This design comes from an exercise in tuning for small area, a short achievable clock period and few clock cycles per item on the open sky130 flow, not from production work.
Where RTL was checked, it was by simulation tests only, not by an equivalence proof against the original.
The RTL of run 1 was laid out without a check of its function.
Power is estimated from default activity; no workload was simulated.

File: config.mk
export PLATFORM = sky130hd
export DESIGN_NAME = stop_and_wait_echo_ack_sender_core
export DESIGN_NICKNAME = stop_and_wait_echo_ack_sender_core
export VERILOG_FILES = /design/flow/design.v
export SDC_FILE = /design/flow/constraint.sdc
export NUM_CORES = 4
export LEC_CHECK = 0
export CAP_MARGIN = 20
export CORE_MARGIN = 2
export CORE_UTILIZATION = 50
export CTS_CLUSTER_DIAMETER = 100
export CTS_CLUSTER_SIZE = 26
export SETUP_SLACK_MARGIN = 2.75
export SLEW_MARGIN = 50
File: constraint.sdc
create_clock -name core_clock -period 5.0 [get_ports {clk}]
set_input_delay 1.0000 -clock core_clock [delete_from_list [all_inputs] [get_ports {clk}]]
set_output_delay 1.0000 -clock core_clock [all_outputs]
set_load 0.01 [all_outputs]
File: design.v
package saw_pkg;
  localparam logic [1:0] MODE_RX   = 2'd0;
  localparam logic [1:0] MODE_ENQ  = 2'd1;
  localparam logic [1:0] MODE_TICK = 2'd2;
  localparam logic [1:0] SEND_NONE = 2'd0;
  localparam logic [1:0] SEND_ATOM = 2'd1;
  localparam logic [1:0] SEND_INIT = 2'd2;
  localparam logic CFG_INIT_CHAR  = 1'b0;
  localparam logic CFG_ERROR_CHAR = 1'b1;
  localparam int WORD_W  = 64;
  localparam int COUNT_W = 9;
  localparam logic [2:0] OP_NOP     = 3'd0;
  localparam logic [2:0] OP_RX_INIT = 3'd1;
  localparam logic [2:0] OP_RX_DATA = 3'd2;
  localparam logic [2:0] OP_ENQ     = 3'd3;
  localparam logic [2:0] OP_TICK    = 3'd4;
  typedef logic [2:0] op_kind_t;
  typedef struct packed {
    op_kind_t          kind;
    logic [7:0]        rx_byte;
    logic [WORD_W-1:0] message;
  } op_t;
  typedef struct packed {
    logic [1:0]         send_kind;
    logic [WORD_W-1:0]  atom;
    logic               acked;
    logic               enqueue_accepted;
    logic [COUNT_W-1:0] queue_count;
    logic               link_ready;
  } res_t;
endpackage
module stop_and_wait_echo_ack_sender_core #(
  parameter int MSG_BYTES   = 8,
  parameter int QUEUE_DEPTH = 8
) (
  input  logic        clk,
  input  logic        rst,
  input  logic        in_valid,
  output logic        in_stall,
  input  logic [1:0]  mode,
  input  logic [7:0]  rx_byte,
  input  logic [63:0] message,
  output logic        out_valid,
  input  logic        out_stall,
  output logic [1:0]  send_kind,
  output logic [63:0] atom,
  output logic        acked,
  output logic        enqueue_accepted,
  output logic [8:0]  queue_count,
  output logic        link_ready,
  input  logic        cfg_write,
  input  logic        cfg_index,
  input  logic [7:0]  cfg_data
);
  logic [7:0] init_char;
  logic [7:0] error_char;
  always_ff @(posedge clk) begin
    if (rst) begin
      init_char  <= 8'd0;
      error_char <= 8'd0;
    end else if (cfg_write) begin
      if (cfg_index) error_char <= cfg_data;
      else           init_char  <= cfg_data;
    end
  end
  logic [63:0] q [8];        
  logic [8:0]  fill_oh;      
  logic        pend;         
  logic        link_up;
  logic        ack_ok;       
  logic        have_lead;    
  logic [2:0]  idx;          
  logic [7:0]  lead;         
  logic        mm;           
  logic        mme;          
  logic        a_v;
  logic [1:0]  a_kind;
  logic        a_acked;
  logic        a_enq;
  logic        a_h0;         
  logic        a_h1;         
  logic [1:0]  o_kind;
  logic [63:0] o_atom;
  logic        o_acked;
  logic        o_enq;
  logic [3:0]  o_count;
  logic        o_link;
  logic go, b_adv;
  assign in_stall = out_stall;
  assign go       = in_valid & ~out_stall;
  assign b_adv    = ~(out_valid & out_stall);
  logic is_rx, is_init, rx_init, rx_data, is_enq, is_tick, enq_ok;
  assign is_rx   = (mode == 2'd0);
  assign is_init = (rx_byte == init_char);
  assign rx_init = is_rx & is_init;
  assign rx_data = is_rx & ~is_init & link_up;
  assign is_enq  = (mode == 2'd1);
  assign is_tick = (mode == 2'd2);
  assign enq_ok  = is_enq & ~fill_oh[8];
  logic nonempty, last, byte_ne, match, fin, send, deq;
  logic [7:0] hbyte;
  assign nonempty  = ~fill_oh[0];
  assign last      = have_lead & (idx == 3'd7);
  assign hbyte     = q[0][8*idx +: 8];
  assign byte_ne   = (rx_byte != hbyte);
  assign match     = nonempty & (lead != error_char) & ~mm & ~mme & (rx_byte == q[0][63:56]);
  assign fin       = rx_data & last;
  assign send      = fin ? (match ? ~(fill_oh[0] | fill_oh[1]) : nonempty)
                         : (is_tick & link_up & ack_ok & nonempty);
  assign deq       = go & fin & match;
  logic       pend_next;
  logic [7:0] ld;
  logic [6:0] shf;
  logic [7:0] hold;
  logic [6:0] st;            
  assign pend_next = deq;
  for (genvar i = 0; i < 7; i++) begin : g_ld
    assign ld[i]   = |fill_oh[i:0];           
    assign shf[i]  = ~ld[i] & pend;
    assign hold[i] = ~ld[i] & ~pend;
  end
  assign ld[7]   = |fill_oh[7:1];
  assign hold[7] = ~ld[7];
  for (genvar k = 0; k < 7; k++) begin : g_st
    assign st[k] = fill_oh[0] & (idx == 3'(k));
  end
  logic [6:0] lane_ne;
  logic       mm_enq;
  for (genvar k = 0; k < 7; k++) begin : g_lane
    assign lane_ne[k] = (message[8*k +: 8] != q[7][8*k +: 8]) & (3'(k) < idx);
  end
  assign mm_enq = |lane_ne;
  for (genvar i = 0; i < 7; i++) begin : g_q
    always_ff @(posedge clk) begin
      q[i] <= ({64{shf[i]}} & q[i+1]) | ({64{ld[i]}} & message) | ({64{hold[i]}} & q[i]);
    end
  end
  for (genvar k = 0; k < 8; k++) begin : g_q7
    if (k < 7) begin : g_st_lane
      always_ff @(posedge clk) begin
        q[7][8*k +: 8] <= ({8{ld[7]}} & message[8*k +: 8]) | ({8{st[k]}} & rx_byte)
                        | ({8{hold[7] & ~st[k]}} & q[7][8*k +: 8]);
      end
    end else begin : g_plain_lane
      always_ff @(posedge clk) begin
        q[7][8*k +: 8] <= ({8{ld[7]}} & message[8*k +: 8]) | ({8{hold[7]}} & q[7][8*k +: 8]);
      end
    end
  end
  always_ff @(posedge clk) begin
    if (go & rx_data & ~have_lead) begin
      lead <= rx_byte;
    end
    if (go & rx_data) begin
      if (~have_lead) mm <= 1'b0;
      else            mm <= mm | (nonempty & byte_ne);
    end
    if (go & rx_data & ~have_lead) begin
      mme <= 1'b0;
    end else if (go & is_enq & fill_oh[0]) begin
      mme <= mm_enq;
    end
  end
  always_ff @(posedge clk) begin
    if (rst) begin
      fill_oh   <= 9'd1;
      pend      <= 1'b0;
      link_up   <= 1'b0;
      ack_ok    <= 1'b0;
      have_lead <= 1'b0;
      idx       <= 3'd0;
    end else begin
      pend <= pend_next;
      if (deq) begin
        fill_oh <= fill_oh >> 1;
      end else if (go & enq_ok) begin
        fill_oh <= fill_oh << 1;
      end
      if (go & rx_init) begin
        link_up <= 1'b1;
        if (~link_up) ack_ok <= 1'b1;
      end else if (go & fin) begin
        if (send)        ack_ok <= 1'b0;
        else if (match)  ack_ok <= 1'b1;
      end else if (go & send) begin
        ack_ok <= 1'b0;
      end
      if (go & rx_data) begin
        have_lead <= ~last;
        if (have_lead) idx <= idx + 3'd1;
      end
    end
  end
  logic a_show;
  assign a_show = go ? send : (a_h0 | a_h1);
  always_ff @(posedge clk) begin
    if (rst) begin
      a_v <= 1'b0;
    end else if (go) begin
      a_v <= 1'b1;
    end else if (b_adv) begin
      a_v <= 1'b0;
    end
    if (go) begin
      a_kind  <= rx_init ? 2'd2 : send ? 2'd1 : 2'd0;
      a_acked <= fin & match;
      a_enq   <= enq_ok;
    end
    a_h0 <= a_show & ~pend_next;
    a_h1 <= a_show & pend_next;
  end
  logic [3:0] count;
  assign count = {fill_oh[8],
                  fill_oh[7] | fill_oh[6] | fill_oh[5] | fill_oh[4],
                  fill_oh[7] | fill_oh[6] | fill_oh[3] | fill_oh[2],
                  fill_oh[7] | fill_oh[5] | fill_oh[3] | fill_oh[1]};
  always_ff @(posedge clk) begin
    if (rst) begin
      out_valid <= 1'b0;
    end else if (b_adv) begin
      out_valid <= a_v;
    end
    if (b_adv) begin
      o_kind  <= a_kind;
      o_acked <= a_acked;
      o_enq   <= a_enq;
      o_count <= count;
      o_link  <= link_up;
    end
    o_atom <= ({64{b_adv & a_h0}} & q[0]) | ({64{b_adv & a_h1}} & q[1])
            | ({64{~b_adv}} & o_atom);
  end
  assign send_kind        = o_kind;
  assign atom             = o_atom;
  assign acked            = o_acked;
  assign enqueue_accepted = o_enq;
  assign queue_count      = {5'd0, o_count};
  assign link_ready       = o_link;
endmodule
File: flow/run.sh
#!/bin/bash
# Standard layout, except that the delay cells (clkdlybuf4s*, dlygate*, dlymetal*)
# are don't-use after synthesis, so port buffers, repair and hold fixing use
# plain buffers. Synthesis is the standard one, unchanged.
set -euo pipefail
cd "$(dirname "$0")/.."
bash standard.sh synth > synth.log 2>&1
DU=$(make -s -C "$FLOW_HOME" DESIGN_CONFIG="$PWD/config.mk" WORK_HOME="$PWD/orfs" print-DONT_USE_CELLS 2>/dev/null | sed -n 's/^DONT_USE_CELLS: //p')
EXTRA=""
for c in clkdlybuf4s15_1 clkdlybuf4s15_2 clkdlybuf4s18_1 clkdlybuf4s18_2 clkdlybuf4s25_1 clkdlybuf4s25_2 \
         clkdlybuf4s50_1 clkdlybuf4s50_2 dlygate4sd1_1 dlygate4sd2_1 dlygate4sd3_1 \
         dlymetal6s2s_1 dlymetal6s4s_1 dlymetal6s6s_1; do
  EXTRA="$EXTRA sky130_fd_sc_hd__$c"
done
bash standard.sh "DONT_USE_CELLS=$DU$EXTRA" finish > layout.log 2>&1
File: standard.sh
#!/bin/bash
# synth_recipe.tcl (not shown) runs the flow's synth.tcl, then flattens the netlist and writes it again
# the make line also repeats each setting of config.mk as NAME=value (left out here)
make -C /OpenROAD-flow-scripts/flow DESIGN_CONFIG=/design/flow/config.mk WORK_HOME=/design/flow/orfs CLKGATE_MAP_FILE= SYNTH_SCRIPT=/design/flow/synth_recipe.tcl "${@:-finish}"
==> impl_metrics.py, run 1 <==
metrics = {
    "route": {
        "routed_wirelength_um": 76400,
        "ant_nets": 0,
        "vias": 20900,
        "avgViaCountPerCell": 5.75,
        "drt-pass1-iter-count": 5,
        "drt-initial-drc-count": 1703,
        "routedWlPerCell_um": 21.0,
        "drc": 0,
    },
    "floorplanning": {
        "row_count": 84,
        "die_area_um2": 55600,
        "fp.dieH_um": 236,
        "start_util_pct": 50.8,
        "die_w_um": 236,
        "io_pins": 168,
        "fp.coreArea_um2": 52900,
    },
    "synthesis": {
        "synth_area_um2": 26900,
        "syn_avg_cell_area_um2": 9.13,
        "yosys_most_used_dff": "dfxtp_1",
        "ys.warnings.count": 2,
        "synth_edf_count": 30,
        "ys_ff_latch": 635,
        "async_flop_share_pct": 0,
        "synth_cells": 2943,
        "synth.distinct_cells": 53,
        "yosysSeqAreaShare_pct": 48.4,
    },
    "worst_setup_path": {
        "end_kind": "output pin",
        "r2r_cells": 5,
        "r2r_end": "q[7][13]",
        "cp_cell_sequence": "buf_1",
        "regToRegStartpoint": "fill_oh[7]",
        "crit_fanout": 1,
        "cp-start-kind": "register",
        "crit_type": "register to output pin",
        "timing.critical_path.buf_inv": 1,
        "cp_slowest_cell": "edfxtp_1",
        "max_stage_delay_ns": 0.48,
        "path_delay_family": "flip-flops",
        "required_ns": 4.00,
        "cp.arrival_ns": 1.26,
        "r2r_slack_ns": 2.75,
    },
    "place": {
        "io_buffer_count": 162,
        "gp_congestion": 0.853,
        "hpwl_um": 48700,
        "dp_slack_ns": 1.86,
        "dp.cells": 3564,
    },
    "timing": {
        "clock_skew_ns": 0.0161,
        "period_minus_slack_ns": 2.26,
        "tightest_slew_ns": 0.760,
        "drv_slew": 0,
        "finalCritPeriodShare_pct": 45.2,
        "setup_tns_ns": 0,
        "timing.fmax_mhz": 442,
        "final-hold-violation-count": 0,
        "fin_ws_ns": 2.74,
        "rsz0062_at_grt": "yes",
        "finalSetupViolations": 0,
        "slew_headroom_pct": 49.3,
    },
    "pwr": {
        "max-vdd-ir-drop_mv": 0.271,
        "pwr_density_cell_nw_per_um2": 338,
        "p_leak_uw": 0.0108,
    },
    "finish": {
        "fin_cells": 3644,
        "antenna_cells": 0,
        "ff_latch_area_um2": 13000,
        "syn_to_final_growth_pct": 8.70,
        "fill_cells": 4750,
        "postLayoutCoreUtil_pct": 55.2,
        "drive_gt1_share_pct": 6.19,
        "multi_input_area_um2": 13000,
        "nNetsFinal": 3040,
    },
    "clocking": {
        "worstSkewPairLatency_ns": 0.61,
        "htreeDepth": 1,
        "cts_hold_buffers": 0,
        "cts_tree": "yes",
        "cts_buffers": 28,
        "root_buffer": "clkbuf_16",
        "cts.reportedPaths.clkPinSlew_ns": 0.11,
        "clock_tree.buffer_depth": 3,
        "clkSinkCount": 635,
    },
    "min_path": {
        "hp-class": "register to register",
        "min_path_cells": 0,
        "min-delay-start": "a_enq",
        "hold_end": "o_enq",
    },
    "grt": {
        "grt_pass1_wl_um": 115000,
        "grt_pass1_vias": 19300,
        "grt-ovfl-total": 0,
        "groute.usage.overall_pct": 26.0,
        "antenna_found_initial": 1,
        "grt_max_degree": 87,
    },
    "outcome": {
        "status": "complete, no violations",
    },
    "job": {
        "maxCapViolCount": 0,
    },
}
==> logic make-up (layout without fill, tap and decap cells) <==
| logic type | after synthesis | count (layout) | synth area share, % |
|---|---|---|---|
| other | 1 | 5 | 0.0140 |
| multiplexers | 486 | 486 | 18.5 |
| adder cells (fa/ha/maj) | 4 | 4 | 0.186 |
| flip-flops | 635 | 635 | 48.4 |
| AND/OR/NAND/NOR | 824 | 828 | 12.4 |
| XOR/XNOR | 87 | 87 | 2.84 |
| AO/OA/AOI/OAI | 623 | 623 | 13.3 |
| buffers and inverters | 283 | 288 | 4.29 |
==> cell type report <==
type,instances,share of cell area [%]
multi-input combinational,2033,44.4
clock buffer,36,2.58
tap,688,2.95
timing repair buffer,243,5.24
clock inverter,2,0.0600
sequential,635,44.7
inverter,7,0.111
==> layout by cell type, fill, tap and decap left out, drive strengths merged, types with 3 or more instances in the layout <==
master  instances
inv             7
nand2         320
ha              4
nor2b           7
nand4          14
mux2            8
a31oi           3
nor4           13
mux2i         470
and3            6
mux4            8
nand3          17
a21oi         277
or4             5
a221oi         66
buf           230
dfxtp         605
edfxtp         30
nor2          418
a22oi          63
conb            5
nor3           11
o22ai           5
or2             3
clkbuf         49
and2            4
xnor2          34
xor2           53
nand2b          5
o21ai         198
==> cells in the mapped netlist, types with 5 or more instances <==
cell      count  area (um^2)
inv_1         6         22.5
mux2_2        8         90.1
mux2i_1     470         4700
nand4_1      14         87.6
xor2_1       53          464
nand2b_1      5         31.3
nor2_1      410         1540
xnor2_1      34          298
o22ai_1       5         31.3
nor2b_1       6         37.5
dfxtp_1     605        12100
nand3_1      17         85.1
nor3_1       10         50.1
and3_1        6         37.5
edfxtp_1     30          901
clkbuf_1    203          762
mux4_2        8          180
buf_1        24         90.1
buf_4         9         67.6
nand2_1     320         1200
a221oi_1     66          578
a21oi_1     277         1390
o21ai_0     197          986
a22oi_1      63          473
buf_2        39          195
nor4_1       13         81.3
==> repair_timing <==
item	4_1_cts	5_1_grt
cloned	4	6
endpoints found under the setup margin	393	248
gates resized for setup	35	34
buffers inserted	15	15
pin swaps	7	14
==> sequential cells by signal (all words and copies together), names as in the netlist, 3 cells and up, named ones only <==
register and flops:
error_char 8, fill_oh 9, idx 3, init_char 8
lead 8, o_atom 64, o_count 4, q 504
==> routing by layer <==
layer / track usage, % / vias up / routed length, um
li1: - / 10200 / -
met1: 36.7 / 10100 / 35100
met2: 42.8 / 583 / 35200
met3: 2.81 / 90 / 4380
met4: 6.35 / 2 / 1700
met5: 0 / - / 8
==> report_power, final <==
| part | leakage (uW) | internal, uW | switching (uW) |
|---|---|---|---|
| Sequential | 0.00538 | 5590 | 408 |
| Combinational | 0.00509 | 507 | 691 |
| Clock | 0.000374 | 1070 | 1620 |
==> how the worst max path moves through the flow <==
| stage | depth (start not counted) | endpoint | start | slack (ns) |
|---|---|---|---|---|
| after floorplan | 6 | ack_ok | rx_byte[5] | 2.49 |
| after global placement | 5 | q[2][2] | fill_oh[0] | 1.89 |
| after detailed placement | 6 | ack_ok | rx_byte[0] | 1.86 |
| after CTS | 10 | q[6][12] | fill_oh[1] | 2.70 |
| after global routing | 6 | q[7][26] | fill_oh[7] | 2.70 |
| final | 1 | link_ready | o_link | 2.74 |
==> metrics by stage <==
stage / area (um^2) / total power, uW / hold slack [ns]
6_report: 29200 / 9880 / 0.431
5_1_grt: 29200 / 10300 / 0.438
4_1_cts: 28800 / 9900 / 0.430
3_5_place_dp: 27800 / 7260 / 0.405
3_3_place_gp: 27600 / 7200 / 0.415
2_1_floorplan: 27000 / 6840 / 0.400
==> run 2, diff against run 1 <==
--- a/design.v
+++ b/design.v
@@ -111,2 +111,3 @@
   logic       pend_next;
+  logic [8:0] fill_next;
   logic [7:0] ld;
@@ -116,9 +117,19 @@
   assign pend_next = deq;
-  for (genvar i = 0; i < 7; i++) begin : g_ld
-    assign ld[i]   = |fill_oh[i:0];           
-    assign shf[i]  = ~ld[i] & pend;
-    assign hold[i] = ~ld[i] & ~pend;
-  end
-  assign ld[7]   = |fill_oh[7:1];
-  assign hold[7] = ~ld[7];
+  assign fill_next = deq ? (fill_oh >> 1) : (go & enq_ok) ? (fill_oh << 1) : fill_oh;
+  logic [7:0] free_next;     
+  for (genvar i = 0; i < 7; i++) begin : g_free
+    assign free_next[i] = |fill_next[i:0];
+  end
+  assign free_next[7] = |fill_next[7:1];    
+  always_ff @(posedge clk) begin
+    if (rst) begin
+      ld   <= 8'h7f;
+      shf  <= 7'h00;
+      hold <= 8'h80;
+    end else begin
+      ld   <= free_next;
+      shf  <= ~free_next[6:0] & {7{pend_next}};
+      hold <= ~free_next & {1'b1, {7{~pend_next}}};
+    end
+  end
   for (genvar k = 0; k < 7; k++) begin : g_st
@@ -172,8 +183,4 @@
     end else begin
-      pend <= pend_next;
-      if (deq) begin
-        fill_oh <= fill_oh >> 1;
-      end else if (go & enq_ok) begin
-        fill_oh <= fill_oh << 1;
-      end
+      pend    <= pend_next;
+      fill_oh <= fill_next;
       if (go & rx_init) begin
--- a/config.mk
+++ b/config.mk
@@ -12,3 +12,3 @@
 export CTS_CLUSTER_SIZE = 26
-export SETUP_SLACK_MARGIN = 2.75
+export SETUP_SLACK_MARGIN = 2.76
 export SLEW_MARGIN = 50
==> run 2 against run 1 <==
Sequential power is 2% higher. Clock power about the same. Non-clock buffer count fell by 25. Global-route usage is 5.4 points higher. Highest routed layer unchanged.
==> impl_metrics.py, run 2 <==
metrics = {
    "outcome": {
        "status": "complete, no violations",
    },
    "floorplanning": {
        "die_area_um2": 53000,
        "fp.dieH_um": 230,
        "io_pins": 168,
        "row_count": 82,
        "die_w_um": 230,
        "fp.coreArea_um2": 50400,
        "start_util_pct": 50.8,
    },
    "route": {
        "drt-initial-drc-count": 4916,
        "vias": 21700,
        "routed_wirelength_um": 86500,
        "routedWlPerCell_um": 26.7,
        "drt-pass1-iter-count": 15,
        "avgViaCountPerCell": 6.71,
        "ant_nets": 0,
        "drc": 0,
    },
    "synthesis": {
        "synth_top_area_share_pct": 49.6,
        "syn_avg_cell_area_um2": 9.82,
        "synth_cells": 2607,
        "yosys_most_used_dff": "dfxtp_1",
        "synth_area_um2": 25600,
        "async_flop_share_pct": 0,
        "ys_ff_latch": 656,
        "synth.most_common_cell": "dfxtp_1",
        "yosysSeqAreaShare_pct": 52.2,
        "synth.distinct_cells": 63,
        "synthTopCellsByCount": "dfxtp_1, inv_1, a222oi_1",
        "netlist.top_cell.by_area": "dfxtp_1",
        "synth_edf_count": 22,
        "synth_area_leaders": "dfxtp_1, a222oi_1, inv_1",
        "ys.warnings.count": 2,
    },
    "finish": {
        "top_regs": "q x512, o_atom x64",
        "fill_cells": 4531,
        "drive_gt1_share_pct": 8.72,
        "nNetsFinal": 2646,
        "largest_register_ff_count": 512,
        "syn_to_final_growth_pct": 7.09,
        "ff_latch_area_um2": 13500,
        "final_common_cell": "dfxtp_1",
        "largest_register": "q",
        "final_cell_mix": "dfxtp_1, inv_1, a222oi_1, nor2_1, buf_1",
        "multi_input_area_um2": 9540,
    },
    "grt": {
        "antenna_found_initial": 5,
        "grt_pass1_wl_um": 129000,
        "grt_pass1_vias": 20400,
        "grt_max_degree": 65,
        "grt-ovfl-total": 0,
        "groute.usage.overall_pct": 31.4,
    },
    "worst_setup_path": {
        "cp_cell_sequence": "buf_2 -> xor2_1 -> nor4_2 -> nand2_1 -> buf_2 -> a21oi_1 -> o2111ai_1 -> o221a_1",
        "end_kind": "register",
        "crit_type": "input pin to register",
        "r2r_slack_ns": 2.81,
        "cp_slowest_cell": "nor4_2",
        "cp-start-kind": "input pin",
        "max_stage_delay_ns": 0.33,
        "cp.arrival_ns": 2.75,
        "startpoint": "message[17]",
        "required_ns": 5.52,
        "r2r_end": "mm",
        "cpMostUsedCell": "buf_2",
        "crit_end": "mme",
        "regToRegStartpoint": "idx[0]",
        "r2r_cells": 6,
        "crit_fanout": 9,
    },
    "pwr": {
        "pwr_density_cell_nw_per_um2": 364,
        "max-vdd-ir-drop_mv": 0.225,
        "p_leak_uw": 0.0129,
    },
    "job": {
        "maxCapViolCount": 0,
    },
    "clocking": {
        "htreeDepth": 1,
        "clock_tree.buffer_depth": 3,
        "clkSinkCount": 656,
        "cts_tree": "yes",
        "cts.reportedPaths.clkPinSlew_ns": 0.10,
        "worstSkewPairLatency_ns": 0.62,
        "cts_buffers": 29,
        "root_buffer": "clkbuf_16",
    },
    "timing": {
        "clock_skew_ns": 0.0306,
        "tightest_slew_ns": 0.778,
        "timing.fmax_mhz": 449,
        "setup_tns_ns": 0,
        "hold_slack_ns": 0.431,
        "finalCritPeriodShare_pct": 44.6,
        "drv_slew": 0,
        "rsz0062_at_grt": "yes",
        "slew_headroom_pct": 48.2,
        "finalSetupViolations": 0,
        "final-hold-violation-count": 0,
        "period_minus_slack_ns": 2.23,
    },
    "place": {
        "io_buffer_count": 162,
        "gp_congestion": 0.855,
        "hpwl_um": 54200,
    },
    "min_path": {
        "hp-class": "register to register",
    },
}
[run 2: cell types whose count changed in the layout (fill, tap and decap cells not counted), moves of 187 or more]
| cell | delta |
|---|---|
| a222oi_1 | +448 |
| inv_1 | +446 |
| mux2i_1 | -433 |
| a21oi_1 | -255 |
| nand2_1 | -223 |
| o21ai_0 | -196 |
| nor2_1 | -187 |
[run 2: worst max-delay path: cells and delay by family]
family                 cells  cell delay [ns]
AND/OR/NAND/NOR            2             0.53
XOR/XNOR                   1             0.20
buffers and inverters      2             0.39
AO/OA/AOI/OAI              3             0.61
[run 2: per-stage QoR]
step	cells	util [%]	worst slack, ns	total power, uW	cell area [um^2]
2_1_floorplan	2611	-	2.52	6920	25700
3_3_place_gp	3175	51.8	1.54	7290	26100
3_5_place_dp	3179	52.2	1.80	7330	26300
4_1_cts	3224	54.0	2.58	9980	27200
5_1_grt	3232	54.4	2.70	10400	27400
6_report	3233	54.4	2.77	9970	27400
[run 2: worst min-delay path by stage]
stage | cells past startpoint | start | end | slack (ns)
floorplan | 0 | a_acked | o_acked | 0.40
global placement | 0 | a_kind[1] | o_kind[1] | 0.42
detailed placement | 0 | a_kind[1] | o_kind[1] | 0.41
CTS | 0 | a_kind[1] | o_kind[1] | 0.43
global route | 0 | a_enq | o_enq | 0.45
finish | 0 | a_kind[1] | o_kind[1] | 0.43
[run 2: cell type report]
class,instances,share of cell area (%)
repair buffers,218,4.02
inverters,454,6.23
clock buffers,34,2.72
diodes,3,0.0274
clock inverters,1,0.0730
flip-flops and latches,656,49.1
multi-input cells,1195,34.8
well taps,672,3.07
[run 2: kinds of logic after synthesis]
family	synth area share, %
adder cells (fa/ha/maj)	0.195
other	0.0146
flip-flops	52.2
multiplexers	1.86
buffers and inverters	11.5
AO/OA/AOI/OAI	24.2
AND/OR/NAND/NOR	7.20
XOR/XNOR	2.89
[run 2: repair_timing]
item,in CTS,in global routing
buffers inserted,10,5
hold buffers,0,0
pin swaps,3,1
setup endpoints to repair,86,52
resized for setup,36,53
[run 2: where the power goes]
part	internal, uW	switching, uW
Combinational	506	620
Clock	1060	1640
Sequential	5710	427
[run 2: per-layer routing]
metal	GRT usage (%)	wire, um
met5	0	25
met4	11.6	3130
met3	6.35	9300
met2	51.3	40100
met1	41.2	33900
Testbench counts of run 2, summed over its fixed seeds: cycles 5,819, items 5,795.
==> run 3, diff against run 2 <==
--- a/config.mk
+++ b/config.mk
@@ -12,3 +12,3 @@
 export CTS_CLUSTER_SIZE = 26
-export SETUP_SLACK_MARGIN = 2.76
+export SETUP_SLACK_MARGIN = 2.82
 export SLEW_MARGIN = 50
==> run 3 against run 2 <==
Still clean. Non-clock buffer count grew 10. Setup slack gained 0.016 ns. Register-to-register slack is essentially flat. Hold slack lost 0.0017 ns. Critical path type is now input pin to output pin. Largest power group unchanged.
==> impl_metrics.py, run 3 <==
metrics = {
    "route": {
        "routedWlPerCell_um": 26.4,
        "drc": 0,
        "ant_nets": 0,
        "routed_wirelength_um": 85600,
        "vias": 21600,
        "drt-pass1-iter-count": 11,
        "drt-initial-drc-count": 4739,
        "avgViaCountPerCell": 6.65,
    },
    "floorplanning": {
        "fp.coreArea_um2": 50400,
        "fp.dieH_um": 230,
        "row_count": 82,
        "die_area_um2": 53000,
        "start_util_pct": 50.8,
        "io_pins": 168,
        "die_w_um": 230,
    },
    "worst_setup_path": {
        "crit_cells": 2,
        "crit_type": "input pin to output pin",
        "max_stage_delay_ns": 0.11,
        "r2r_cells": 10,
        "cp_slowest_cell": "buf_6",
        "cp_cell_sequence": "buf_8 -> buf_6",
        "crit_fanout": 3,
        "end_kind": "output pin",
        "cp-start-kind": "input pin",
        "cp.arrival_ns": 1.21,
        "timing.critical_path.buf_inv": 2,
        "path_delay_family": "buffers and inverters",
        "required_ns": 4.00,
    },
    "grt": {
        "antenna_found_initial": 10,
        "grt_pass1_vias": 20300,
        "grt-ovfl-total": 0,
        "groute.usage.overall_pct": 30.7,
        "grt_max_degree": 46,
        "grt_pass1_wl_um": 127000,
    },
    "pwr": {
        "finalPower_uw": 10000,
        "max-vdd-ir-drop_mv": 0.253,
        "p_leak_uw": 0.0130,
        "pwr_density_cell_nw_per_um2": 363,
    },
    "clocking": {
        "clock_tree.buffer_depth": 3,
        "root_buffer": "clkbuf_16",
        "cts.reportedPaths.clkPinSlew_ns": 0.10,
        "cts_buffers": 29,
        "cts_hold_buffers": 0,
        "worstSkewPairLatency_ns": 0.63,
        "clkSinkCount": 656,
        "cts_tree": "yes",
        "htreeDepth": 1,
    },
    "timing": {
        "finalCritPeriodShare_pct": 44.2,
        "slew_headroom_pct": 51.2,
        "drv_slew": 0,
        "final-hold-violation-count": 0,
        "finalSetupViolations": 0,
        "clock_skew_ns": 0.0355,
        "setup_tns_ns": 0,
        "rsz0062_at_grt": "yes",
        "hold_slack_ns": 0.429,
        "period_minus_slack_ns": 2.21,
        "timing.fmax_mhz": 452,
        "tightest_slew_ns": 0.733,
    },
    "place": {
        "gp_congestion": 0.870,
        "post_dp_cell_area_um2": 26300,
        "hpwl_um": 53400,
        "io_buffer_count": 162,
    },
    "synthesis": {
        "yosys.area_share.simple_pct": 7.20,
        "synth.distinct_cells": 63,
        "yosysSeqAreaShare_pct": 52.2,
        "ys.warnings.count": 2,
        "syn_avg_cell_area_um2": 9.82,
        "synth-xor-area-share_pct": 2.89,
        "netlist.top_cell.by_area": "dfxtp_1",
        "synth_area_um2": 25600,
        "synth-compound-area-share_pct": 24.2,
        "synth_cells": 2607,
        "muxShareOfSynthArea_pct": 1.86,
        "synthTopCellsByCount": "dfxtp_1, inv_1, a222oi_1",
        "synth_area_leaders": "dfxtp_1, a222oi_1, inv_1",
        "synthAdderAreaFrac_pct": 0.195,
        "synth_top_area_share_pct": 49.6,
        "yosys_most_used_dff": "dfxtp_1",
        "async_flop_share_pct": 0,
        "synth.most_common_cell": "dfxtp_1",
        "synth_top_family_by_area": "compound AO/OA/AOI/OAI gates",
        "synth_edf_count": 22,
        "ys_ff_latch": 656,
    },
    "job": {
        "maxCapViolCount": 0,
    },
    "outcome": {
        "status": "complete, no violations",
    },
    "finish": {
        "final_common_cell": "dfxtp_1",
        "final_cell_mix": "dfxtp_1, inv_1, a222oi_1, nor2_1, nand2_1",
        "nNetsFinal": 2656,
        "largest_register_ff_count": 512,
        "design_area_um2": 27500,
        "fill_cells": 4517,
        "largest_register": "q",
        "ff_latch_area_um2": 13500,
        "multi_input_area_um2": 9560,
        "top_regs": "q x512, o_atom x64",
        "syn_to_final_growth_pct": 7.44,
        "drive_gt1_share_pct": 10.4,
    },
    "min_path": {
        "hp-class": "register to register",
        "min_path_cells": 0,
    },
}
## run 3: where the power goes
part | leakage, uW | total, uW | internal (uW) | switching [uW]
Combinational | 0.00708 | 1130 | 511 | 617
Clock | 0.000371 | 2720 | 1070 | 1660
Sequential | 0.00555 | 6150 | 5710 | 436
## run 3: metal layers
layer | GRT usage, % | share of wire, % | wire, um | vias to the layer above
li1 | - | - | - | 9537
met1 | 42.3 | 41 | 35400 | 10600
met2 | 49.3 | 45 | 38700 | 1241
met3 | 4.70 | 10 | 8600 | 170
met4 | 10.2 | 3.4 | 2920 | 6
met5 | 0 | 0.040 | 34 | -
## run 3: stage by stage
stage | utilization (%) | setup WS, ns | std cells
floorplan | - | 2.52 | 2611
global placement | 51.8 | 1.71 | 3176
detailed placement | 52.1 | 1.86 | 3179
CTS | 54.1 | 2.62 | 3221
global route | 54.6 | 2.72 | 3242
finish | 54.6 | 2.79 | 3246
## run 3: timing repair
item,in CTS,in global routing
setup endpoints to repair,129,68
hold endpoints to repair,0,0
setup buffers,6,19
resized for setup,82,64
pin swaps,2,8
## run 3: path summary, 6_finish.rpt
| check | from | end | slack, ns |
|---|---|---|---|
| worst max-delay path | out_stall | in_stall | 2.79 |
| worst min-delay path | a_acked | o_acked | 0.43 |
| worst max register to register | idx[1] | ld[7] | 2.81 |
| worst min register to register | a_acked | o_acked | 0.43 |
## run 3: cell families after synthesis
logic type      after synthesis
buf+inv                     760
flops                       656
compound gates              645
simple gates                414
xor+xnor                     82
mux                          45
fa+ha+maj                     4
other cells                   1
## run 3: final cells by class
cell class	instances	area share (%)
Sequential cell	656	49.0
Multi-Input combinational cell	1195	34.8
Inverter	454	6.21
Timing Repair Buffer	228	4.19
Tap cell	672	3.06
Clock buffer	34	2.71
Clock inverter	2	0.0864
Antenna cell	5	0.0455
==> run 4, diff against run 3 <==
--- a/config.mk
+++ b/config.mk
@@ -12,3 +12,3 @@
 export CTS_CLUSTER_SIZE = 26
-export SETUP_SLACK_MARGIN = 2.82
+export SETUP_SLACK_MARGIN = 2.8
 export SLEW_MARGIN = 50
==> run 4 against run 3 <==
Largest power group unchanged. Cell count fell by 0.34%. Core utilization fell by 0.29 points. Total power fell by 0.11%. Synthesized cell count did not move. Highest routed layer unchanged. Sequential share of layout area rose by 0.23 points. Clock power barely moved. Critical path depth did not move. Maximum frequency barely moved. Combinational power barely moved.
==> impl_metrics.py, run 4 <==
metrics = {
    "synthesis": {
        "syn_avg_cell_area_um2": 9.82,
        "yosysSeqAreaShare_pct": 52.2,
        "netlist.top_cell.by_area": "dfxtp_1",
        "synth.distinct_cells": 63,
        "synth_area_leaders": "dfxtp_1, a222oi_1, inv_1",
        "yosys_most_used_dff": "dfxtp_1",
        "ys.warnings.count": 2,
        "synth_cells": 2607,
        "synth.most_common_cell": "dfxtp_1",
        "async_flop_share_pct": 0,
        "synth_area_um2": 25600,
        "synth_edf_count": 22,
        "ys_ff_latch": 656,
        "synthTopCellsByCount": "dfxtp_1, inv_1, a222oi_1",
        "synth_top_area_share_pct": 49.6,
    },
    "pwr": {
        "p_int_uw": 7280,
        "pwr-share-comb_pct": 11.2,
        "pwr_density_cell_nw_per_um2": 365,
        "p_sw_share_pct": 27.1,
        "p_sw_uw": 2700,
        "clock_power_share_pct": 27.3,
        "power_frac_seq_pct": 61.6,
        "max-vdd-ir-drop_mv": 0.253,
        "p_leak_uw": 0.0129,
    },
    "finish": {
        "largest_register": "q",
        "largest_register_ff_count": 512,
        "fill_cells": 4519,
        "final_cell_mix": "dfxtp_1, inv_1, a222oi_1, nor2_1, buf_1",
        "multi_input_area_um2": 9510,
        "top_regs": "q x512, o_atom x64",
        "nNetsFinal": 2646,
        "ff_latch_area_um2": 13500,
        "drive_gt1_share_pct": 9.18,
        "design_area_um2": 27400,
        "final_common_cell": "dfxtp_1",
        "syn_to_final_growth_pct": 6.88,
    },
    "worst_setup_path": {
        "crit_type": "input pin to output pin",
        "crit_fanout": 3,
        "cp.arrival_ns": 1.21,
        "path_delay_family": "buffers and inverters",
        "timing.critical_path.buf_inv": 2,
        "end_kind": "output pin",
        "max_stage_delay_ns": 0.11,
        "cp_cell_sequence": "buf_8 -> buf_6",
        "cp_slowest_cell": "buf_6",
        "cp-start-kind": "input pin",
        "required_ns": 4.00,
    },
    "timing": {
        "clock_skew_ns": 0.0335,
        "final-hold-violation-count": 0,
        "finalSetupViolations": 0,
        "period_minus_slack_ns": 2.21,
        "slew_headroom_pct": 51.1,
        "timing.fmax_mhz": 452,
        "setup_tns_ns": 0,
        "finalCritPeriodShare_pct": 44.2,
        "drv_slew": 0,
        "tightest_slew_ns": 0.733,
        "rsz0062_at_grt": "yes",
    },
    "floorplanning": {
        "row_count": 82,
        "io_pins": 168,
        "start_util_pct": 50.8,
        "die_w_um": 230,
        "fp.dieH_um": 230,
        "die_area_um2": 53000,
        "fp.coreArea_um2": 50400,
    },
    "job": {
        "maxCapViolCount": 0,
    },
    "place": {
        "hpwl_um": 53400,
        "gp_congestion": 0.870,
        "post_dp_cell_area_um2": 26300,
        "io_buffer_count": 162,
    },
    "grt": {
        "grt_max_degree": 46,
        "grt_pass1_vias": 20300,
        "antenna_found_initial": 9,
        "groute.usage.overall_pct": 30.7,
        "grt_pass1_wl_um": 126000,
        "grt-ovfl-total": 0,
    },
    "route": {
        "routed_wirelength_um": 85100,
        "drt-pass1-iter-count": 13,
        "drc": 0,
        "routedWlPerCell_um": 26.3,
        "avgViaCountPerCell": 6.66,
        "vias": 21500,
        "ant_nets": 0,
        "drt-initial-drc-count": 4518,
    },
    "clocking": {
        "cts.reportedPaths.clkPinSlew_ns": 0.10,
        "cts_buffers": 29,
        "root_buffer": "clkbuf_16",
        "clkSinkCount": 656,
        "worstSkewPairLatency_ns": 0.62,
        "clock_tree.buffer_depth": 3,
        "htreeDepth": 1,
        "cts_tree": "yes",
        "cts_hold_buffers": 0,
    },
    "outcome": {
        "status": "complete, no violations",
    },
    "min_path": {
        "hp-class": "register to register",
    },
}
## run 4: timing repair
| item | in CTS | in global routing |
|---|---|---|
| buffers inserted | 6 | 9 |
| hold endpoints to repair | 0 | 0 |
| resized for setup | 68 | 44 |
| setup endpoints to repair | 107 | 85 |
| pin swaps | 2 | 0 |
## run 4: final timing paths
check             from  endpoint  slack, ns  cells past startpoint
max          out_stall  in_stall       2.79                      2
min            a_acked   o_acked       0.43                      0
max reg2reg     idx[1]        mm       2.82                      7
min reg2reg    a_acked   o_acked       0.43                      0
## run 4: stage by stage
step / util (%) / cells / worst slack [ns] / hold WS [ns] / total power, uW
after CTS: 54.0 / 3221 / 2.62 / 0.430 / 9980
after floorplan: - / 2611 / 2.52 / 0.400 / 6920
final: 54.3 / 3235 / 2.79 / 0.431 / 9990
after global routing: 54.3 / 3232 / 2.74 / 0.440 / 10400
after global placement: 51.8 / 3176 / 1.71 / 0.401 / 7290
after detailed placement: 52.1 / 3179 / 1.86 / 0.405 / 7320
## run 4: kinds of logic (layout without fill, tap and decap cells)
logic type	Yosys count	in the layout	synth area share (%)
AO/OA/AOI/OAI	645	645	24.2
multiplexers	45	45	1.86
flip-flops	656	656	52.2
other	1	9	0.0146
adder cells (fa/ha/maj)	4	4	0.195
AND/OR/NAND/NOR	414	414	7.20
buffers and inverters	760	708	11.5
XOR/XNOR	82	82	2.89
## run 4: layer usage
layer	track usage, %	up-vias	share of wire (%)
met5	0	-	0.054
met4	10.3	8	3.5
met3	4.87	175	10
met2	49.5	1224	45
met1	41.9	10600	41
li1	-	9521	-
## run 4: final cells by class
type	count	area share, %
timing repair buffer	218	3.90
inverter	454	6.25
sequential	656	49.2
antenna	4	0.0366
clock buffer	34	2.72
tap	672	3.07
clock inverter	2	0.0869
multi-input combinational	1195	34.8
## run 4: power groups by stage
stage          Clock (uW)  Combinational [uW]  Sequential [uW]
2_1_floorplan           0                 819             6100
3_5_place_dp            0                1080             6250
6_report             2720                1120             6150
5_1_grt              2940                1240             6190
3_3_place_gp            0                1050             6240
4_1_cts              2750                1100             6130
==> run 5, diff against run 4 <==
--- a/config.mk
+++ b/config.mk
@@ -12,3 +12,3 @@
 export CTS_CLUSTER_SIZE = 26
-export SETUP_SLACK_MARGIN = 2.8
+export SETUP_SLACK_MARGIN = 2.86
 export SLEW_MARGIN = 50
==> run 5 against run 4 <==
Still clean. Critical path depth did not move. Count of clock-buffer cells in the layout rose by 1. Combinational power about the same. Sequential share of layout area down 0.58 points. Register-to-register slack better by 0.06 ns. Die area did not move. Hold slack improved by 0.0020 ns. Via count up 1.1%. Maximum frequency barely moved. Total power grew 1.1%. Critical endpoint unchanged.
==> impl_metrics.py, run 5 <==
metrics = {
    "outcome": {
        "status": "complete, no violations",
    },
    "worst_setup_path": {
        "required_ns": 4.00,
        "r2r_cells": 6,
        "cp_cell_sequence": "buf_8 -> buf_6",
        "timing.critical_path.buf_inv": 2,
        "cp.arrival_ns": 1.21,
        "cp_slowest_cell": "buf_6",
        "end_kind": "output pin",
        "cp-start-kind": "input pin",
        "crit_fanout": 3,
        "crit_cells": 2,
        "crit_type": "input pin to output pin",
        "path_delay_family": "buffers and inverters",
        "max_stage_delay_ns": 0.11,
    },
    "synthesis": {
        "synthTopCellsByCount": "dfxtp_1, inv_1, a222oi_1",
        "ys_ff_latch": 656,
        "synth_edf_count": 22,
        "synth.most_common_cell": "dfxtp_1",
        "yosysSeqAreaShare_pct": 52.2,
        "synth_cells": 2607,
        "synth_area_um2": 25600,
        "netlist.top_cell.by_area": "dfxtp_1",
        "synth_area_leaders": "dfxtp_1, a222oi_1, inv_1",
        "synth_top_area_share_pct": 49.6,
        "ys.warnings.count": 2,
        "async_flop_share_pct": 0,
        "syn_avg_cell_area_um2": 9.82,
        "yosys_most_used_dff": "dfxtp_1",
        "synth.distinct_cells": 63,
    },
    "timing": {
        "final-hold-violation-count": 0,
        "clock_skew_ns": 0.0184,
        "finalSetupViolations": 0,
        "tightest_slew_ns": 0.764,
        "fin_ws_ns": 2.79,
        "setup_tns_ns": 0,
        "rsz0062_at_grt": "yes",
        "finalCritPeriodShare_pct": 44.3,
        "hold_slack_ns": 0.433,
        "drv_slew": 0,
        "slew_headroom_pct": 49.0,
        "period_minus_slack_ns": 2.21,
        "timing.fmax_mhz": 452,
    },
    "route": {
        "routed_wirelength_um": 86600,
        "drc": 0,
        "routedWlPerCell_um": 26.6,
        "avgViaCountPerCell": 6.70,
        "drt-initial-drc-count": 4836,
        "drt-pass1-iter-count": 13,
        "vias": 21800,
        "ant_nets": 0,
    },
    "floorplanning": {
        "fp.dieH_um": 230,
        "fp.coreArea_um2": 50400,
        "die_w_um": 230,
        "die_area_um2": 53000,
        "row_count": 82,
        "io_pins": 168,
        "start_util_pct": 50.8,
    },
    "grt": {
        "grt_pass1_vias": 20800,
        "grt-ovfl-total": 0,
        "antenna_found_initial": 8,
        "grt_max_degree": 83,
        "grt_pass1_wl_um": 129000,
        "groute.usage.overall_pct": 31.3,
    },
    "finish": {
        "final_cell_mix": "dfxtp_1, inv_1, a222oi_1, nor2_1, buf_2",
        "top_regs": "q x512, o_atom x64",
        "postLayoutCoreUtil_pct": 55.1,
        "syn_to_final_growth_pct": 8.33,
        "final_common_cell": "dfxtp_1",
        "nNetsFinal": 2661,
        "largest_register_ff_count": 512,
        "drive_gt1_share_pct": 13.2,
        "largest_register": "q",
    },
    "pwr": {
        "p_leak_uw": 0.0132,
        "max-vdd-ir-drop_mv": 0.253,
        "power_frac_seq_pct": 61.0,
        "p_sw_uw": 2720,
        "p_int_uw": 7380,
        "clock_power_share_pct": 27.6,
        "p_sw_share_pct": 26.9,
        "pwr-share-comb_pct": 11.4,
        "pwr_density_cell_nw_per_um2": 364,
    },
    "place": {
        "gp_congestion": 0.873,
        "dp_slack_ns": 1.72,
        "io_buffer_count": 162,
        "hpwl_um": 54000,
    },
    "clocking": {
        "cts_tree": "yes",
        "clock_tree.buffer_depth": 3,
        "root_buffer": "clkbuf_16",
        "htreeDepth": 1,
        "clkSinkCount": 656,
        "cts_buffers": 29,
        "worstSkewPairLatency_ns": 0.62,
        "cts.reportedPaths.clkPinSlew_ns": 0.11,
    },
    "job": {
        "maxCapViolCount": 0,
    },
    "min_path": {
        "hp-class": "register to register",
        "min_path_cells": 0,
    },
}
==> run 5: cell counts after synthesis <==
Identical to the previous run, type by type.
==> run 5: power groups by stage <==
stage	clock (uW)	sequential [uW]	combinational (uW)
after floorplan	0	6100	820
after global placement	0	6260	1040
after detailed placement	0	6250	1090
after CTS	2820	6130	1120
after global routing	3010	6200	1270
final	2790	6160	1150
==> run 5: per-stage QoR <==
stage | instances | total power [uW] | area, um^2
final | 3252 | 10100 | 27700
after global routing | 3250 | 10500 | 27700
after CTS | 3232 | 10100 | 27400
after detailed placement | 3178 | 7340 | 26300
after global placement | 3175 | 7290 | 26100
after floorplan | 2611 | 6920 | 25700
==> run 5: per-layer routing <==
metal,part of all wire (%),wire length [um],vias up,global-route usage (%)
li1,-,-,9560,-
met1,40,34700,10700,42.3
met2,45,39400,1342,50.5
met3,11,9380,179,5.17
met4,3.5,3070,2,11.6
met5,0.018,16,-,0
==> run 5: kinds of logic after synthesis <==
family                   Yosys count  share of synthesized area [%]
AO/OA/AOI/OAI                    645                           24.2
XOR/XNOR                          82                           2.89
adder cells (fa/ha/maj)            4                          0.195
buffers and inverters            760                           11.5
flip-flops                       656                           52.2
multiplexers                      45                           1.86
other                              1                         0.0146
AND/OR/NAND/NOR                  414                           7.20
==> run 5: worst paths after layout <==
kind                  start        end  slack (ns)
setup / recovery  out_stall   in_stall        2.79
hold / removal    a_kind[1]  o_kind[1]        0.43
setup reg to reg   q[0][62]      ld[6]        2.88
hold reg to reg   a_kind[1]  o_kind[1]        0.43
==> run 5: area by class of cell <==
class / count / area, um^2
Timing Repair Buffer: 233 / 1290
Multi-Input combinational cell: 1195 / 9590
Antenna cell: 5 / 12.5
Tap cell: 672 / 841
Sequential cell: 656 / 13500
Fill cell: 4522 / 22600
Clock inverter: 2 / 46.3
Clock buffer: 35 / 758
Inverter: 454 / 1710
==> run 5: repair_timing <==
| action | 4_1_cts | 5_1_grt |
|---|---|---|
| hold buffers | 0 | 0 |
| buffers inserted | 17 | 14 |
| setup endpoints to repair | 172 | 95 |
| gates resized for setup | 114 | 109 |
| pin swaps | 5 | 16 |
==> run 6, diff against run 5 <==
--- a/config.mk
+++ b/config.mk
@@ -9,3 +9,3 @@
 export CORE_MARGIN = 2
-export CORE_UTILIZATION = 50
+export CORE_UTILIZATION = 55
 export CTS_CLUSTER_DIAMETER = 100
==> run 6 against run 5 <==
Setup slack improved by 0.0015 ns. Maximum frequency hardly changed. Sequential share of layout area hardly changed. Non-clock buffer count rose by 4. Core utilization is 5.0 points higher. First-iteration DRC count grew 3.1%. Cell count fell by 2.0%. Die area decreased by 8.9%. Critical path type unchanged. Sequential cell count did not move. Final area up 0.18%. Area after synthesis is the same. Count of clock-buffer cells in the layout did not move.
==> impl_metrics.py, run 6 <==
metrics = {
    "worst_setup_path": {
        "cp-start-kind": "input pin",
        "cp_cell_sequence": "buf_12 -> buf_6",
        "max_stage_delay_ns": 0.11,
        "cp.arrival_ns": 1.21,
        "cp_slowest_cell": "buf_6",
        "timing.critical_path.buf_inv": 2,
        "end_kind": "output pin",
        "r2r_end": "q[7][38]",
        "r2r_slack_ns": 2.89,
        "crit_fanout": 4,
        "crit_type": "input pin to output pin",
        "r2r_cells": 6,
        "regToRegStartpoint": "idx[1]",
        "required_ns": 4.00,
        "path_delay_family": "buffers and inverters",
    },
    "finish": {
        "top_regs": "q x512, o_atom x64",
        "fin_cells": 3188,
        "final_common_cell": "dfxtp_1",
        "largest_register_ff_count": 512,
        "nNetsFinal": 2667,
        "drive_gt1_share_pct": 13.3,
        "design_area_um2": 27800,
        "multi_input_area_um2": 9620,
        "antenna_cells": 0,
        "largest_register": "q",
        "fill_cells": 3971,
        "ff_latch_area_um2": 13500,
        "syn_to_final_growth_pct": 8.52,
        "final_cell_mix": "dfxtp_1, inv_1, a222oi_1, nor2_1, nand2_1",
    },
    "pwr": {
        "p_sw_share_pct": 27.1,
        "p_sw_uw": 2720,
        "power_frac_seq_pct": 61.3,
        "p_leak_uw": 0.0133,
        "pwr_density_cell_nw_per_um2": 361,
        "p_int_uw": 7320,
        "pwr-share-comb_pct": 11.5,
        "max-vdd-ir-drop_mv": 0.291,
        "clock_power_share_pct": 27.2,
    },
    "timing": {
        "tightest_slew_ns": 0.777,
        "slew_headroom_pct": 48.2,
        "hold_slack_ns": 0.433,
        "rsz0062_at_grt": "yes",
        "clock_skew_ns": 0.0266,
        "finalSetupViolations": 0,
        "drv_slew": 0,
        "final-hold-violation-count": 0,
        "fin_ws_ns": 2.79,
        "finalCritPeriodShare_pct": 44.2,
        "setup_tns_ns": 0,
        "timing.fmax_mhz": 452,
        "period_minus_slack_ns": 2.21,
    },
    "synthesis": {
        "synth.most_common_cell": "dfxtp_1",
        "netlist.top_cell.by_area": "dfxtp_1",
        "yosys_most_used_dff": "dfxtp_1",
        "async_flop_share_pct": 0,
        "syn_avg_cell_area_um2": 9.82,
        "synth_cells": 2607,
        "synth_top_area_share_pct": 49.6,
        "ys_ff_latch": 656,
        "synth_area_leaders": "dfxtp_1, a222oi_1, inv_1",
        "synth_area_um2": 25600,
        "ys.warnings.count": 2,
        "synth_edf_count": 22,
        "synthTopCellsByCount": "dfxtp_1, inv_1, a222oi_1",
        "synth.distinct_cells": 63,
        "yosysSeqAreaShare_pct": 52.2,
    },
    "route": {
        "drt-initial-drc-count": 4984,
        "avgViaCountPerCell": 6.89,
        "drt-pass1-iter-count": 14,
        "drc": 0,
        "ant_nets": 0,
        "routedWlPerCell_um": 27.3,
        "routed_wirelength_um": 87000,
        "vias": 22000,
    },
    "clocking": {
        "htreeDepth": 1,
        "root_buffer": "clkbuf_16",
        "cts_buffers": 29,
        "cts_tree": "yes",
        "clkSinkCount": 656,
        "cts.reportedPaths.clkPinSlew_ns": 0.10,
        "clock_tree.buffer_depth": 3,
        "worstSkewPairLatency_ns": 0.63,
    },
    "place": {
        "dp.cells": 3121,
        "post_dp_cell_area_um2": 26300,
        "gp_congestion": 0.889,
        "dp_slack_ns": 1.97,
        "hpwl_um": 52500,
        "io_buffer_count": 162,
    },
    "floorplanning": {
        "io_pins": 168,
        "fp.dieH_um": 220,
        "row_count": 79,
        "fp.coreArea_um2": 46300,
        "start_util_pct": 55.3,
        "die_area_um2": 48300,
        "die_w_um": 220,
    },
    "job": {
        "maxCapViolCount": 0,
    },
    "grt": {
        "groute.usage.overall_pct": 34.4,
        "antenna_found_initial": 2,
        "grt_max_degree": 48,
        "grt-ovfl-total": 0,
        "grt_pass1_vias": 19800,
        "grt_pass1_wl_um": 127000,
    },
    "min_path": {
        "hp-class": "register to register",
        "hold_end": "o_enq",
        "min-delay-start": "a_enq",
        "min_path_cells": 0,
    },
    "outcome": {
        "status": "complete, no violations",
    },
}
run 6: cell counts after synthesis:
No cell type changed its count.
run 6: how the worst max path moves through the flow:
stage                start  endpoint  slack (ns)  cells after the start
2_1_floorplan   rx_byte[4]     ld[6]        2.52                      8
3_3_place_gp    rx_byte[0]     ld[7]        1.76                      7
3_5_place_dp   message[38]       mme        1.97                      6
4_1_cts          out_stall  in_stall        2.80                      2
5_1_grt          out_stall  in_stall        2.79                      2
6_report         out_stall  in_stall        2.79                      2
run 6: stage by stage:
stage	power (uW)	utilization (%)
2_1_floorplan	6920	-
3_3_place_gp	7290	56.3
3_5_place_dp	7330	56.8
4_1_cts	10000	59.2
5_1_grt	10400	60.1
6_report	10000	60.1
run 6: timing repair:
action                                  in CTS  in global routing
endpoints found under the setup margin     115                128
pin swaps                                    3                  8
cloned                                       0                  2
buffers inserted                            11                 16
hold buffers                                 0                  0
gates resized for setup                    125                 89
run 6: cells by family (layout without fill, tap and decap cells):
kind of cell / count (synthesis) / after routing / synth area share (%)
mux: 45 / 45 / 1.86
other cells: 1 / 5 / 0.0146
buf+inv: 760 / 728 / 11.5
xor+xnor: 82 / 82 / 2.89
flops: 656 / 656 / 52.2
simple gates: 414 / 416 / 7.20
compound gates: 645 / 645 / 24.2
fa+ha+maj: 4 / 4 / 0.195
run 6: routing by layer:
metal / GRT usage (%) / wire length (um)
met1: 46.0 / 33900
met4: 13.1 / 3310
met2: 56.4 / 40300
met5: 0 / 21
met3: 5.15 / 9480
run 6: area by class of cell:
class,count,share of cell area (%)
Clock inverter,2,0.104
Inverter,454,6.14
Tap cell,607,2.73
Sequential cell,656,48.6
Multi-Input combinational cell,1197,34.6
Clock buffer,35,2.69
Timing Repair Buffer,237,5.15
run 6: power by group through the flow:
| stage | registers, uW | clock network [uW] | logic, uW |
|---|---|---|---|
| 4_1_cts | 6130 | 2770 | 1120 |
| 3_5_place_dp | 6240 | 0 | 1090 |
| 6_report | 6150 | 2730 | 1160 |
| 5_1_grt | 6190 | 2940 | 1280 |
| 3_3_place_gp | 6260 | 0 | 1030 |
| 2_1_floorplan | 6100 | 0 | 820 |
==> run 7, diff against run 6 <==
--- a/config.mk
+++ b/config.mk
@@ -9,3 +9,4 @@
 export CORE_MARGIN = 2
-export CORE_UTILIZATION = 55
+export CORE_UTILIZATION = 50
+export CTS_BUF_LIST = sky130_fd_sc_hd__clkbuf_8 sky130_fd_sc_hd__clkbuf_16
 export CTS_CLUSTER_DIAMETER = 100
==> run 7 against run 6 <==
Core utilization down 5.1 points. Sequential share of layout area up 0.097 points. Critical path depth unchanged. Combinational power about the same. Final area down 0.29%. Die area up 9.8%. Non-clock buffer count down 9. Cell count up 1.9%. Clock power up 2%. Critical endpoint unchanged. Largest power group unchanged. Highest routed layer unchanged.
==> impl_metrics.py, run 7 <==
metrics = {
    "synthesis": {
        "netlist.top_cell.by_area": "dfxtp_1",
        "synthTopCellsByCount": "dfxtp_1, inv_1, a222oi_1",
        "synth_edf_count": 22,
        "synth.distinct_cells": 63,
        "synth_cells": 2607,
        "async_flop_share_pct": 0,
        "ys_ff_latch": 656,
        "synth_area_um2": 25600,
        "yosysSeqAreaShare_pct": 52.2,
        "yosys_most_used_dff": "dfxtp_1",
        "synth.most_common_cell": "dfxtp_1",
        "synth_top_area_share_pct": 49.6,
        "syn_avg_cell_area_um2": 9.82,
        "ys.warnings.count": 2,
        "synth_area_leaders": "dfxtp_1, a222oi_1, inv_1",
    },
    "worst_setup_path": {
        "timing.critical_path.buf_inv": 2,
        "regToRegStartpoint": "q[0][62]",
        "required_ns": 4.00,
        "end_kind": "output pin",
        "path_delay_family": "buffers and inverters",
        "cp_slowest_cell": "buf_6",
        "crit_fanout": 3,
        "max_stage_delay_ns": 0.11,
        "cp-start-kind": "input pin",
        "r2r_slack_ns": 2.86,
        "cp.arrival_ns": 1.21,
        "startpoint": "out_stall",
        "crit_type": "input pin to output pin",
        "cp_cell_sequence": "buf_8 -> buf_6",
    },
    "floorplanning": {
        "io_pins": 168,
        "start_util_pct": 50.8,
        "die_w_um": 230,
        "die_area_um2": 53000,
        "row_count": 82,
        "fp.coreArea_um2": 50400,
        "fp.dieH_um": 230,
    },
    "clocking": {
        "clkSinkCount": 656,
        "root_buffer": "clkbuf_16",
        "cts_tree": "yes",
        "clock_tree.buffer_depth": 3,
        "cts.reportedPaths.clkPinSlew_ns": 0.11,
        "htreeDepth": 1,
        "cts_buffers": 29,
        "worstSkewPairLatency_ns": 0.62,
    },
    "pwr": {
        "p_sw_share_pct": 27.0,
        "p_leak_uw": 0.0132,
        "pwr-share-comb_pct": 11.4,
        "clock_power_share_pct": 27.5,
        "max-vdd-ir-drop_mv": 0.252,
        "power_frac_seq_pct": 61.0,
        "p_sw_uw": 2720,
        "pwr_density_cell_nw_per_um2": 364,
        "p_int_uw": 7370,
    },
    "route": {
        "met1_length_um": 34500,
        "top_layer": "met5",
        "routedWlPerCell_um": 26.7,
        "drc": 0,
        "drt-initial-drc-count": 4803,
        "wl_met3_um": 9340,
        "ant_nets": 0,
        "drt-pass1-iter-count": 14,
        "avgViaCountPerCell": 6.74,
        "vias": 21900,
        "routed_wirelength_um": 86600,
        "wl_met2_um": 39600,
    },
    "grt": {
        "antenna_found_initial": 9,
        "grt_max_degree": 83,
        "groute.usage.overall_pct": 31.3,
        "grt_pass1_vias": 20800,
        "grt-ovfl-total": 0,
        "grt_pass1_wl_um": 129000,
    },
    "finish": {
        "largest_register_ff_count": 512,
        "top_regs": "q x512, o_atom x64",
        "fill_cells": 4523,
        "final_cell_mix": "dfxtp_1, inv_1, a222oi_1, nor2_1, buf_2",
        "postLayoutCoreUtil_pct": 55.0,
        "syn_to_final_growth_pct": 8.20,
        "largest_register": "q",
        "final_common_cell": "dfxtp_1",
        "drive_gt1_share_pct": 13.1,
        "nNetsFinal": 2656,
        "fin_cells": 3249,
    },
    "timing": {
        "finalCritPeriodShare_pct": 44.3,
        "finalSetupViolations": 0,
        "tightest_slew_ns": 0.790,
        "drv_slew": 0,
        "slew_headroom_pct": 47.3,
        "fin_ws_ns": 2.79,
        "final-hold-violation-count": 0,
        "rsz0062_at_grt": "yes",
        "timing.fmax_mhz": 452,
        "clock_skew_ns": 0.0207,
        "period_minus_slack_ns": 2.21,
        "setup_tns_ns": 0,
    },
    "outcome": {
        "status": "complete, no violations",
    },
    "min_path": {
        "hp-class": "register to register",
        "min-delay-start": "a_kind[1]",
    },
    "place": {
        "io_buffer_count": 162,
        "gp_congestion": 0.873,
        "dp_slack_ns": 1.72,
        "hpwl_um": 54000,
        "dp.cells": 3178,
    },
    "job": {
        "maxCapViolCount": 0,
    },
}
run 7: cell counts after synthesis:
No cell type changed its count.
run 7: final cells by class:
type / instances / area [um^2] / share of cell area (%)
Sequential cell: 656 / 13500 / 48.7
Multi-Input combinational cell: 1195 / 9580 / 34.6
Inverter: 454 / 1710 / 6.18
Timing Repair Buffer: 228 / 1260 / 4.57
Tap cell: 672 / 841 / 3.04
Clock buffer: 30 / 739 / 2.67
Clock inverter: 7 / 65.1 / 0.235
Antenna cell: 7 / 17.5 / 0.0632
run 7: timing repair:
action                                 in CTS  in global routing
setup buffers                              17                  9
gates resized for setup                   114                107
setup endpoints to repair                 172                 95
hold buffers                                0                  0
cloned                                      0                  0
endpoints found under the hold margin       0                  0
pin swaps                                   5                 16
run 7: kinds of logic after synthesis:
family	synth area share, %
simple gates	7.20
xor+xnor	2.89
flops	52.2
mux	1.86
compound gates	24.2
buf+inv	11.5
other cells	0.0146
fa+ha+maj	0.195
run 7: path summary, 6_finish.rpt:
path	end	cells past startpoint
max reg2reg	ld[6]	6
min reg2reg	o_kind[1]	0
max	in_stall	2
min	o_kind[1]	0
run 7: routing by layer:
metal,up-vias,track usage (%)
met4,2,11.6
met1,10800,42.3
met3,190,5.17
li1,9556,-
met2,1322,50.5
met5,-,0
run 7: power by group through the flow:
stage | registers (uW) | clock network [uW] | logic (uW)
finish | 6150 | 2780 | 1150
global placement | 6260 | 0 | 1040
global route | 6200 | 3000 | 1270
CTS | 6130 | 2820 | 1120
detailed placement | 6250 | 0 | 1090
floorplan | 6100 | 0 | 820
run 7: stage by stage:
| stage | instance area (um^2) | total power (uW) | hold slack (ns) |
|---|---|---|---|
| detailed placement | 26300 | 7340 | 0.408 |
| CTS | 27400 | 10100 | 0.434 |
| finish | 27700 | 10100 | 0.433 |
| global route | 27700 | 10500 | 0.455 |
| global placement | 26100 | 7290 | 0.404 |
| floorplan | 25700 | 6920 | 0.400 |
==> run 8, diff against run 7 <==
--- a/config.mk
+++ b/config.mk
@@ -10,3 +10,2 @@
 export CORE_UTILIZATION = 50
-export CTS_BUF_LIST = sky130_fd_sc_hd__clkbuf_8 sky130_fd_sc_hd__clkbuf_16
 export CTS_CLUSTER_DIAMETER = 100
@@ -14,2 +13,2 @@
 export SETUP_SLACK_MARGIN = 2.86
-export SLEW_MARGIN = 50
+export SLEW_MARGIN = 20
==> run 8 against run 7 <==
Still clean. Sequential power is essentially flat. Critical path depth is the same. Clock skew grew 0.0015 ns. Non-clock buffer count shrank 1. Via count shrank 0.27%. Setup slack gained 0.0081 ns. Die area is the same. Critical endpoint unchanged.
==> impl_metrics.py, run 8 <==
metrics = {
    "timing": {
        "setup_tns_ns": 0,
        "clock_skew_ns": 0.0222,
        "rsz0062_at_grt": "yes",
        "fin_ws_ns": 2.79,
        "finalSetupViolations": 0,
        "finalCritPeriodShare_pct": 44.1,
        "timing.fmax_mhz": 453,
        "period_minus_slack_ns": 2.21,
        "drv_slew": 0,
        "final-hold-violation-count": 0,
        "tightest_slew_ns": 1.07,
        "hold_slack_ns": 0.439,
        "slew_headroom_pct": 29.0,
    },
    "route": {
        "routed_wirelength_um": 86600,
        "drc": 0,
        "routedWlPerCell_um": 26.7,
        "vias": 21800,
        "drt-pass1-iter-count": 13,
        "drt-initial-drc-count": 5593,
        "avgViaCountPerCell": 6.73,
        "ant_nets": 0,
    },
    "finish": {
        "fill_cells": 4497,
        "final_common_cell": "dfxtp_1",
        "final_cell_mix": "dfxtp_1, inv_1, a222oi_1, nor2_1, buf_2",
        "design_area_um2": 27600,
        "largest_register_ff_count": 512,
        "syn_to_final_growth_pct": 7.88,
        "fin_cells": 3243,
        "ff_latch_area_um2": 13500,
        "top_regs": "q x512, o_atom x64",
        "largest_register": "q",
        "drive_gt1_share_pct": 13.2,
        "multi_input_area_um2": 9590,
        "nNetsFinal": 2655,
    },
    "grt": {
        "grt_max_degree": 83,
        "grt_pass1_wl_um": 129000,
        "grt-ovfl-total": 0,
        "grt_use_met2_pct": 50.0,
        "grt.busiest_layer": "met2",
        "antenna_found_initial": 8,
        "grt_pass1_vias": 20600,
        "groute.usage.overall_pct": 31.4,
        "grtUsageMet1_pct": 43.4,
        "met3_usage_pct": 4.82,
    },
    "floorplanning": {
        "fp.dieH_um": 230,
        "die_area_um2": 53000,
        "start_util_pct": 50.8,
        "die_w_um": 230,
        "fp.coreArea_um2": 50400,
        "io_pins": 168,
        "row_count": 82,
    },
    "synthesis": {
        "synth.distinct_cells": 63,
        "synth_edf_count": 22,
        "ys.warnings.count": 2,
        "synthTopCellsByCount": "dfxtp_1, inv_1, a222oi_1",
        "yosys_most_used_dff": "dfxtp_1",
        "synth_cells": 2607,
        "ys_ff_latch": 656,
        "synth_area_leaders": "dfxtp_1, a222oi_1, inv_1",
        "synth_area_um2": 25600,
        "synth_top_area_share_pct": 49.6,
        "syn_avg_cell_area_um2": 9.82,
        "yosysSeqAreaShare_pct": 52.2,
        "synth.most_common_cell": "dfxtp_1",
        "netlist.top_cell.by_area": "dfxtp_1",
        "async_flop_share_pct": 0,
    },
    "pwr": {
        "p_sw_share_pct": 27.0,
        "p_leak_uw": 0.0132,
        "power_frac_seq_pct": 61.2,
        "pwr-share-comb_pct": 11.3,
        "max-vdd-ir-drop_mv": 0.275,
        "clock_power_share_pct": 27.5,
        "p_int_uw": 7360,
        "p_sw_uw": 2720,
        "pwr_density_cell_nw_per_um2": 365,
    },
    "place": {
        "io_buffer_count": 162,
        "post_dp_cell_area_um2": 26100,
        "gp_congestion": 0.873,
        "hpwl_um": 53500,
        "dp.cells": 3175,
        "dp_slack_ns": 1.30,
    },
    "min_path": {
        "min-delay-start": "a_kind[1]",
        "hp-class": "register to register",
        "hold_end": "o_kind[1]",
        "min_path_cells": 0,
    },
    "worst_setup_path": {
        "r2r_slack_ns": 2.87,
        "cp_slowest_cell": "buf_6",
        "cp.arrival_ns": 1.21,
        "required_ns": 4.00,
        "max_stage_delay_ns": 0.11,
        "crit_fanout": 2,
        "regToRegStartpoint": "idx[1]",
        "crit_type": "input pin to output pin",
        "cp_cell_sequence": "buf_8 -> buf_6",
        "path_delay_family": "buffers and inverters",
        "cp-start-kind": "input pin",
        "r2r_cells": 8,
        "end_kind": "output pin",
        "timing.critical_path.buf_inv": 2,
        "r2r_end": "mm",
    },
    "clocking": {
        "worstSkewPairLatency_ns": 0.62,
        "cts.reportedPaths.clkPinSlew_ns": 0.11,
        "clkSinkCount": 656,
        "root_buffer": "clkbuf_16",
        "cts_buffers": 29,
        "clock_tree.buffer_depth": 3,
        "cts_tree": "yes",
        "htreeDepth": 1,
    },
    "job": {
        "maxCapViolCount": 0,
    },
    "outcome": {
        "status": "complete, no violations",
    },
}
[run 8: cell counts after synthesis]
No cell type changed its count.
[run 8: final cells by class]
type / instances / area share, %
diodes: 3 / 0.0272
clock buffers: 34 / 2.70
clock inverters: 2 / 0.168
inverters: 454 / 6.20
multi-input cells: 1195 / 34.7
flip-flops and latches: 656 / 48.7
well taps: 672 / 3.04
repair buffers: 227 / 4.43
[run 8: logic make-up (layout without fill, tap and decap cells)]
family,count (synthesis),count (layout),share of synthesized area [%]
buffers and inverters,760,717,11.5
flip-flops,656,656,52.2
AO/OA/AOI/OAI,645,645,24.2
AND/OR/NAND/NOR,414,414,7.20
XOR/XNOR,82,82,2.89
multiplexers,45,45,1.86
adder cells (fa/ha/maj),4,4,0.195
other,1,8,0.0146
[run 8: worst max-delay path by stage]
stage / from / endpoint / slack, ns / cells past startpoint
final: out_stall / in_stall / 2.79 / 2
after global routing: out_stall / in_stall / 2.79 / 2
after CTS: out_stall / in_stall / 2.80 / 2
after detailed placement: rx_byte[2] / ld[6] / 1.30 / 7
after global placement: rx_byte[2] / ld[6] / 1.34 / 7
after floorplan: rx_byte[4] / ld[6] / 2.52 / 8
[run 8: stage by stage]
stage	total power, uW	utilization (%)
4_1_cts	10100	54.2
2_1_floorplan	6920	-
6_report	10100	54.8
5_1_grt	10500	54.8
3_3_place_gp	7290	51.8
3_5_place_dp	7340	51.8
[run 8: what timing repair did]
action                                  in CTS  in global routing
gates resized for setup                    136                119
buffers inserted                            18                 10
hold buffers                                 0                  0
endpoints found under the setup margin     391                231
pin swaps                                    7                 15
[run 8: worst reg2reg max path, cell delays in order, from the launching register on]
cell and delay (ns):
dfxtp_4 0.41, buf_6 0.11, buf_6 0.18, mux4_2 0.39
mux2i_1 0.18, xor2_1 0.17, o21ai_1 0.11, nor4_2 0.22
o21ai_1 0.12
[run 8: routing by layer]
metal  vias to the layer above  share of wire [%]
met2                      1391                 45
met4                         4                3.3
met5                         -              0.035
met1                     10700                 40
met3                       185                 11
li1                       9547                  -
[run 8: power by group through the flow]
| stage | Combinational (uW) | Sequential (uW) | Clock, uW |
|---|---|---|---|
| after floorplan | 820 | 6100 | 0 |
| after global placement | 1040 | 6260 | 0 |
| after detailed placement | 1080 | 6270 | 0 |
| after CTS | 1110 | 6150 | 2810 |
| after global routing | 1260 | 6210 | 2990 |
| final | 1140 | 6170 | 2770 |
